Context: an optimization exercise on an open-source flow, tuned for small area, a short achievable clock period and few clock cycles. The choices shown serve that exercise and are no tape-out recipe.
Where RTL was checked, it was by simulation tests only, not by an equivalence proof against the original.
Power figures rest on the tool's default switching activity, not on a simulated workload.

==> module signed_gadget_decompose, before the edit <==
module signed_gadget_decompose (
	input  logic        clk,
	input  logic        arst_n,
	input  logic        cfg_valid,
	output logic        cfg_ready,
	input  logic [3:0]  cfg_index,
	input  logic [7:0]  cfg_data,
	input  logic        coef_valid,
	output logic        coef_ready,
	input  logic [31:0] coef_coefficient,
	output logic        result_valid,
	input  logic        result_ready,
	output logic signed [15:0] result_digit,
	output logic [2:0]  result_level_index,
	output logic        result_last
);
	logic [3:0]  bm1_q;     
	logic [2:0]  nm1_q;     
	logic [3:0]  bm1x_q;
	logic [2:0]  nm1x_q;
	localparam logic [3:0] BM1_RST = 4'd9;
	localparam logic [2:0] NM1_RST = 3'd1;
	logic        nz_q;      
	logic [31:0] x_q;       
	logic        valid_q;
	logic [2:0]  idx_q;
	logic [31:0] kofs;
	logic        last;
	logic        take;
	logic        adv;
	logic        zero_next;
	logic        sgn;
	logic [47:0] wide;
	logic [31:0] sum;
	assign cfg_ready = 1'b1;
	assign bm1_q     = bm1x_q ^ BM1_RST;
	assign nm1_q     = nm1x_q ^ NM1_RST;
	always_ff @(posedge clk or negedge arst_n) begin
		if (!arst_n) begin
			bm1x_q <= 4'd0;
			nm1x_q <= 3'd0;
			nz_q  <= 1'b0;
		end else if (cfg_valid) begin
			if (cfg_index == sgd_pkg::REG_DIGIT_BITS) begin
				if (cfg_data[4:0] == 5'd0)
					bm1x_q <= BM1_RST ^ 4'd0;
				else if (cfg_data[4:0] > 5'd16)
					bm1x_q <= BM1_RST ^ 4'd15;
				else
					bm1x_q <= BM1_RST ^ 4'(cfg_data[4:0] - 5'd1);
			end else if (cfg_index == sgd_pkg::REG_LEVELS) begin
				nz_q  <= (cfg_data[3:0] == 4'd0);
				nm1x_q <= NM1_RST ^ ((cfg_data[3:0] > 4'd8) ? 3'd7 : 3'(cfg_data[3:0] - 4'd1));
			end
		end
	end
	always_comb begin
		kofs = '0;
		for (int bv = 1; bv <= 16; bv++) begin
			for (int i = 0; i <= 8; i++) begin
				if (31 - bv * i >= 0) begin
					if (bm1_q == 4'(bv - 1) && (i == 0 || 3'(i - 1) <= nm1_q))
						kofs[31 - bv * i] = 1'b1;
				end
			end
		end
	end
	always_comb begin
		zero_next = 1'b0;
		for (int bv = 5; bv <= 16; bv++) begin
			if (bm1_q == 4'(bv - 1) && idx_q >= 3'(31 / bv))
				zero_next = 1'b1;
		end
	end
	always_comb begin
		logic [31:0] g, pp, gg, pg;
		g  = coef_coefficient & kofs;
		pp = coef_coefficient ^ kofs;
		gg = g;
		pg = pp;
		for (int l = 0; l < 5; l++) begin
			for (int j = 0; j < 32; j++) begin
				if (((j >> l) & 1) == 1) begin
					gg[j] = gg[j] | (pg[j] & gg[((j >> l) << l) - 1]);
					pg[j] = pg[j] & pg[((j >> l) << l) - 1];
				end
			end
		end
		sum[0] = pp[0];
		for (int j = 1; j < 32; j++)
			sum[j] = pp[j] ^ gg[j - 1];
	end
	assign last       = (idx_q == nm1_q);
	assign adv        = valid_q && result_ready;
	assign coef_ready = !valid_q || (result_ready && last);
	assign take       = coef_valid && coef_ready;
	assign sgn  = ~x_q[31];
	assign wide = {{16{sgn}}, sgn, x_q[30:0], 1'b0} << bm1_q;
	always_ff @(posedge clk or negedge arst_n) begin
		if (!arst_n) begin
			valid_q <= 1'b0;
			idx_q   <= 3'd0;
		end else if (take) begin
			valid_q <= !nz_q;
			idx_q   <= 3'd0;
		end else if (adv) begin
			if (last)
				valid_q <= 1'b0;
			idx_q <= idx_q + 3'd1;
		end
	end
	always_ff @(posedge clk) begin
		if (take) begin
			x_q    <= sum;
		end else if (adv) begin
			x_q    <= {wide[31] | zero_next, wide[30:0]};
		end
	end
	assign result_digit       = $signed(wide[47:32]);
	assign result_valid       = valid_q;
	assign result_level_index = idx_q;
	assign result_last        = last;
endmodule
==> flow/config.mk <==
export PLATFORM = sky130hd
export DESIGN_NAME = signed_gadget_decompose
export DESIGN_NICKNAME = signed_gadget_decompose
export VERILOG_FILES = /design/flow/design.v
export SDC_FILE = /design/flow/constraint.sdc
export NUM_CORES = 4
export LEC_CHECK = 0
export ABC_CLOCK_PERIOD_IN_PS = 3500
export CAP_MARGIN = 20
export CORE_MARGIN = 2
export CORE_UTILIZATION = 40
export PLACE_DENSITY = 0.6
export SETUP_SLACK_MARGIN = 3.2
export SLEW_MARGIN = 20
export TNS_END_PERCENT = 0
==> flow/constraint.sdc <==
create_clock -name core_clock -period 7.0 [get_ports {clk}]
set_input_delay 1.4000 -clock core_clock [delete_from_list [all_inputs] [get_ports {clk}]]
set_output_delay 1.4000 -clock core_clock [all_outputs]
set_load 0.01 [all_outputs]
standard.sh (not shown) runs the stock make flow with config.mk's settings and CLKGATE_MAP_FILE= SYNTH_SCRIPT=/design/flow/synth_recipe.tcl, a recipe that flattens the netlist after the stock synthesis.
==> flow/flow/run.sh <==
#!/bin/bash
set -euo pipefail
cd "$(dirname "$0")/.."
export BUFFER_PORTS_ARGS="-buffer_cell sky130_fd_sc_hd__buf_1"
bash standard.sh > standard_make.log 2>&1
Rerun with:
--- a/flow/design.v
+++ b/flow/design.v
@@ -28,12 +28,9 @@
 	logic [3:0]  bm1_q;     
 	logic [2:0]  nm1_q;     
-	logic [3:0]  bm1x_q;
-	logic [2:0]  nm1x_q;
-	localparam logic [3:0] BM1_RST = 4'd9;
-	localparam logic [2:0] NM1_RST = 3'd1;
 	logic        nz_q;      
 	logic [31:0] x_q;       
 	logic        valid_q;
 	logic [2:0]  idx_q;
+	logic        zero_q;    
 	logic [31:0] kofs;
 	logic        last;
@@ -45,22 +42,20 @@
 	logic [31:0] sum;
 	assign cfg_ready = 1'b1;
-	assign bm1_q     = bm1x_q ^ BM1_RST;
-	assign nm1_q     = nm1x_q ^ NM1_RST;
 	always_ff @(posedge clk or negedge arst_n) begin
 		if (!arst_n) begin
-			bm1x_q <= 4'd0;
-			nm1x_q <= 3'd0;
+			bm1_q <= 4'd9;
+			nm1_q <= 3'd1;
 			nz_q  <= 1'b0;
 		end else if (cfg_valid) begin
 			if (cfg_index == sgd_pkg::REG_DIGIT_BITS) begin
 				if (cfg_data[4:0] == 5'd0)
-					bm1x_q <= BM1_RST ^ 4'd0;
+					bm1_q <= 4'd0;
 				else if (cfg_data[4:0] > 5'd16)
-					bm1x_q <= BM1_RST ^ 4'd15;
+					bm1_q <= 4'd15;
 				else
-					bm1x_q <= BM1_RST ^ 4'(cfg_data[4:0] - 5'd1);
+					bm1_q <= 4'(cfg_data[4:0] - 5'd1);
 			end else if (cfg_index == sgd_pkg::REG_LEVELS) begin
 				nz_q  <= (cfg_data[3:0] == 4'd0);
-				nm1x_q <= NM1_RST ^ ((cfg_data[3:0] > 4'd8) ? 3'd7 : 3'(cfg_data[3:0] - 4'd1));
+				nm1_q <= (cfg_data[3:0] > 4'd8) ? 3'd7 : 3'(cfg_data[3:0] - 4'd1);
 			end
 		end
@@ -124,9 +119,11 @@
 		if (take) begin
 			x_q    <= sum;
+			zero_q <= 1'b0;
 		end else if (adv) begin
-			x_q    <= {wide[31] | zero_next, wide[30:0]};
+			x_q    <= wide[31:0];
+			zero_q <= zero_next;
 		end
 	end
-	assign result_digit       = $signed(wide[47:32]);
+	assign result_digit       = zero_q ? 16'sd0 : $signed(wide[47:32]);
 	assign result_valid       = valid_q;
 	assign result_level_index = idx_q;
Die area went up by 0.73%.
Clock skew barely changes.
Total power increases by 9.4%.
Combinational power climbs by about 10%.
Cell area is higher by about 1.2%.
Count of clock-buffer cells in the layout grows by 1.
Clock power barely changes.
Sequential power is higher by 11%.
Synthesized area went up by 0.75%.
Testbench counts after the change, summed over its fixed seeds: cycles 12,728.
The RTL of the first run of this note was laid out without a check of its function.

== the previous run ==
signed_gadget_decompose, a different RTL version from the one above (not shown whole).
Size in the first run: ~45 flip-flops, roughly 0.0053 sq mm of cells after synthesis.
==> module signed_gadget_decompose, before the edit <==
module signed_gadget_decompose (
	input  logic        clk,
	input  logic        arst_n,
	input  logic        cfg_valid,
	output logic        cfg_ready,
	input  logic [3:0]  cfg_index,
	input  logic [7:0]  cfg_data,
	input  logic        coef_valid,
	output logic        coef_ready,
	input  logic [31:0] coef_coefficient,
	output logic        result_valid,
	input  logic        result_ready,
	output logic signed [15:0] result_digit,
	output logic [2:0]  result_level_index,
	output logic        result_last
);
	logic [3:0]  bm1_q;     
	logic [2:0]  nm1_q;     
	logic [3:0]  bm1x_q;
	logic [2:0]  nm1x_q;
	localparam logic [3:0] BM1_RST = 4'd9;
	localparam logic [2:0] NM1_RST = 3'd1;
	logic        nz_q;      
	logic [31:0] x_q;       
	logic        valid_q;
	logic [2:0]  idx_q;
	logic        zero_q;    
	logic [31:0] kofs;
	logic        last;
	logic        take;
	logic        adv;
	logic        zero_next;
	logic        sgn;
	logic [47:0] wide;
	logic [31:0] sum;
	assign cfg_ready = 1'b1;
	assign bm1_q     = bm1x_q ^ BM1_RST;
	assign nm1_q     = nm1x_q ^ NM1_RST;
	always_ff @(posedge clk or negedge arst_n) begin
		if (!arst_n) begin
			bm1x_q <= 4'd0;
			nm1x_q <= 3'd0;
			nz_q  <= 1'b0;
		end else if (cfg_valid) begin
			if (cfg_index == sgd_pkg::REG_DIGIT_BITS) begin
				if (cfg_data[4:0] == 5'd0)
					bm1x_q <= BM1_RST ^ 4'd0;
				else if (cfg_data[4:0] > 5'd16)
					bm1x_q <= BM1_RST ^ 4'd15;
				else
					bm1x_q <= BM1_RST ^ 4'(cfg_data[4:0] - 5'd1);
			end else if (cfg_index == sgd_pkg::REG_LEVELS) begin
				nz_q  <= (cfg_data[3:0] == 4'd0);
				nm1x_q <= NM1_RST ^ ((cfg_data[3:0] > 4'd8) ? 3'd7 : 3'(cfg_data[3:0] - 4'd1));
			end
		end
	end
	always_comb begin
		kofs = '0;
		for (int bv = 1; bv <= 16; bv++) begin
			for (int i = 0; i <= 8; i++) begin
				if (31 - bv * i >= 0) begin
					if (bm1_q == 4'(bv - 1) && (i == 0 || 3'(i - 1) <= nm1_q))
						kofs[31 - bv * i] = 1'b1;
				end
			end
		end
	end
	always_comb begin
		zero_next = 1'b0;
		for (int bv = 5; bv <= 16; bv++) begin
			if (bm1_q == 4'(bv - 1) && idx_q >= 3'(31 / bv))
				zero_next = 1'b1;
		end
	end
	always_comb begin
		logic [31:0] g, pp, gg, pg;
		g  = coef_coefficient & kofs;
		pp = coef_coefficient ^ kofs;
		gg = g;
		pg = pp;
		for (int l = 0; l < 5; l++) begin
			for (int j = 0; j < 32; j++) begin
				if (((j >> l) & 1) == 1) begin
					gg[j] = gg[j] | (pg[j] & gg[((j >> l) << l) - 1]);
					pg[j] = pg[j] & pg[((j >> l) << l) - 1];
				end
			end
		end
		sum[0] = pp[0];
		for (int j = 1; j < 32; j++)
			sum[j] = pp[j] ^ gg[j - 1];
	end
	assign last       = (idx_q == nm1_q);
	assign adv        = valid_q && result_ready;
	assign coef_ready = !valid_q || (result_ready && last);
	assign take       = coef_valid && coef_ready;
	assign sgn  = ~x_q[31];
	assign wide = {{16{sgn}}, sgn, x_q[30:0], 1'b0} << bm1_q;
	always_ff @(posedge clk or negedge arst_n) begin
		if (!arst_n) begin
			valid_q <= 1'b0;
			idx_q   <= 3'd0;
		end else if (take) begin
			valid_q <= !nz_q;
			idx_q   <= 3'd0;
		end else if (adv) begin
			if (last)
				valid_q <= 1'b0;
			idx_q <= idx_q + 3'd1;
		end
	end
	always_ff @(posedge clk) begin
		if (take) begin
			x_q    <= sum;
			zero_q <= 1'b0;
		end else if (adv) begin
			x_q    <= wide[31:0];
			zero_q <= zero_next;
		end
	end
	assign result_digit       = zero_q ? 16'sd0 : $signed(wide[47:32]);
	assign result_valid       = valid_q;
	assign result_level_index = idx_q;
	assign result_last        = last;
endmodule
==> flow/config.mk <==
export PLATFORM = sky130hd
export DESIGN_NAME = signed_gadget_decompose
export DESIGN_NICKNAME = signed_gadget_decompose
export VERILOG_FILES = /design/flow/design.v
export SDC_FILE = /design/flow/constraint.sdc
export NUM_CORES = 4
export LEC_CHECK = 0
export ABC_CLOCK_PERIOD_IN_PS = 3500
export CAP_MARGIN = 20
export CORE_MARGIN = 2
export CORE_UTILIZATION = 50
export PLACE_DENSITY = 0.65
export SETUP_SLACK_MARGIN = 3.5
export SLEW_MARGIN = 20
export TNS_END_PERCENT = 0
==> flow/constraint.sdc <==
create_clock -name core_clock -period 7.0 [get_ports {clk}]
set_input_delay 1.4000 -clock core_clock [delete_from_list [all_inputs] [get_ports {clk}]]
set_output_delay 1.4000 -clock core_clock [all_outputs]
set_load 0.01 [all_outputs]
Scripts as last shown in full above: flow/flow/run.sh
No stage failed in the previous run, and the final checks on the layout all came back clean.
For the current run, these inputs were changed with respect to the previous run:
--- a/flow/design.v
+++ b/flow/design.v
@@ -28,8 +28,4 @@
 	logic [3:0]  bm1_q;     
 	logic [2:0]  nm1_q;     
-	logic [3:0]  bm1x_q;
-	logic [2:0]  nm1x_q;
-	localparam logic [3:0] BM1_RST = 4'd9;
-	localparam logic [2:0] NM1_RST = 3'd1;
 	logic        nz_q;      
 	logic [31:0] x_q;       
@@ -46,22 +42,20 @@
 	logic [31:0] sum;
 	assign cfg_ready = 1'b1;
-	assign bm1_q     = bm1x_q ^ BM1_RST;
-	assign nm1_q     = nm1x_q ^ NM1_RST;
 	always_ff @(posedge clk or negedge arst_n) begin
 		if (!arst_n) begin
-			bm1x_q <= 4'd0;
-			nm1x_q <= 3'd0;
+			bm1_q <= 4'd9;
+			nm1_q <= 3'd1;
 			nz_q  <= 1'b0;
 		end else if (cfg_valid) begin
 			if (cfg_index == sgd_pkg::REG_DIGIT_BITS) begin
 				if (cfg_data[4:0] == 5'd0)
-					bm1x_q <= BM1_RST ^ 4'd0;
+					bm1_q <= 4'd0;
 				else if (cfg_data[4:0] > 5'd16)
-					bm1x_q <= BM1_RST ^ 4'd15;
+					bm1_q <= 4'd15;
 				else
-					bm1x_q <= BM1_RST ^ 4'(cfg_data[4:0] - 5'd1);
+					bm1_q <= 4'(cfg_data[4:0] - 5'd1);
 			end else if (cfg_index == sgd_pkg::REG_LEVELS) begin
 				nz_q  <= (cfg_data[3:0] == 4'd0);
-				nm1x_q <= NM1_RST ^ ((cfg_data[3:0] > 4'd8) ? 3'd7 : 3'(cfg_data[3:0] - 4'd1));
+				nm1_q <= (cfg_data[3:0] > 4'd8) ? 3'd7 : 3'(cfg_data[3:0] - 4'd1);
 			end
 		end
Results
The current run completed; timing, DRC and antenna clean
The previous run finished every stage and its layout cleared the timing, design-rule and antenna checks.
| area after synthesis | the previous run vs the current run | ≈ equal |
The standard cells in the current run occupy less silicon area than those in the previous run do.
When the current run is set beside the previous run, its final worst hold slack turns out to be 7.0 ps smaller.
Against the previous run as the reference, the current run delivers a higher setup slack.
Against the previous run, the current run comes in 0.17 points higher on share of cell area taken by multi-input logic gates.
Lower total routed wirelength among the previous run and the current run: the current run
Testbench counts of the current run, summed over its fixed seeds: cycles 12,728.
Only the layout flow was run in the previous run; the RTL was not checked for function there.

-- separate check: timing with driven ports --
The results above use ideal ports. As a check the final layouts listed here were re-extracted and re-timed, cells and wires unchanged. Step 1: set_driving_cell puts a clkbuf_16 on clk and a buf_2 on each other input, an assumption about the parent block. Step 2 times the ports against the registers' clock, not the clock port: input delays grow and output delays shrink by t, the midpoint of the rising clock arrivals with the driver on. Slacks: ideal ports / drivers / drivers and shift; pairs: ideal ports / drivers.
run | shift t [ns] | setup slack, ns | worst register clock-pin slew, ns
the first run of note 1 | 0.332 | 3.243 / 3.243 / 3.002 | 0.07 / 0.07
the second run of note 1 | 0.332 | 3.321 / 3.284 / 3.144 | 0.07 / 0.07
the previous run | 0.342 | 3.244 / 3.213 / 3.053 | 0.11 / 0.11
the current run | 0.333 | 3.284 / 3.255 / 3.261 | 0.09 / 0.09
After both steps every run listed still meets setup and hold. For the first run of note 1, which loses most, drivers alone change the setup slack by 0.000 ns; drivers and shift together by -0.241 ns.
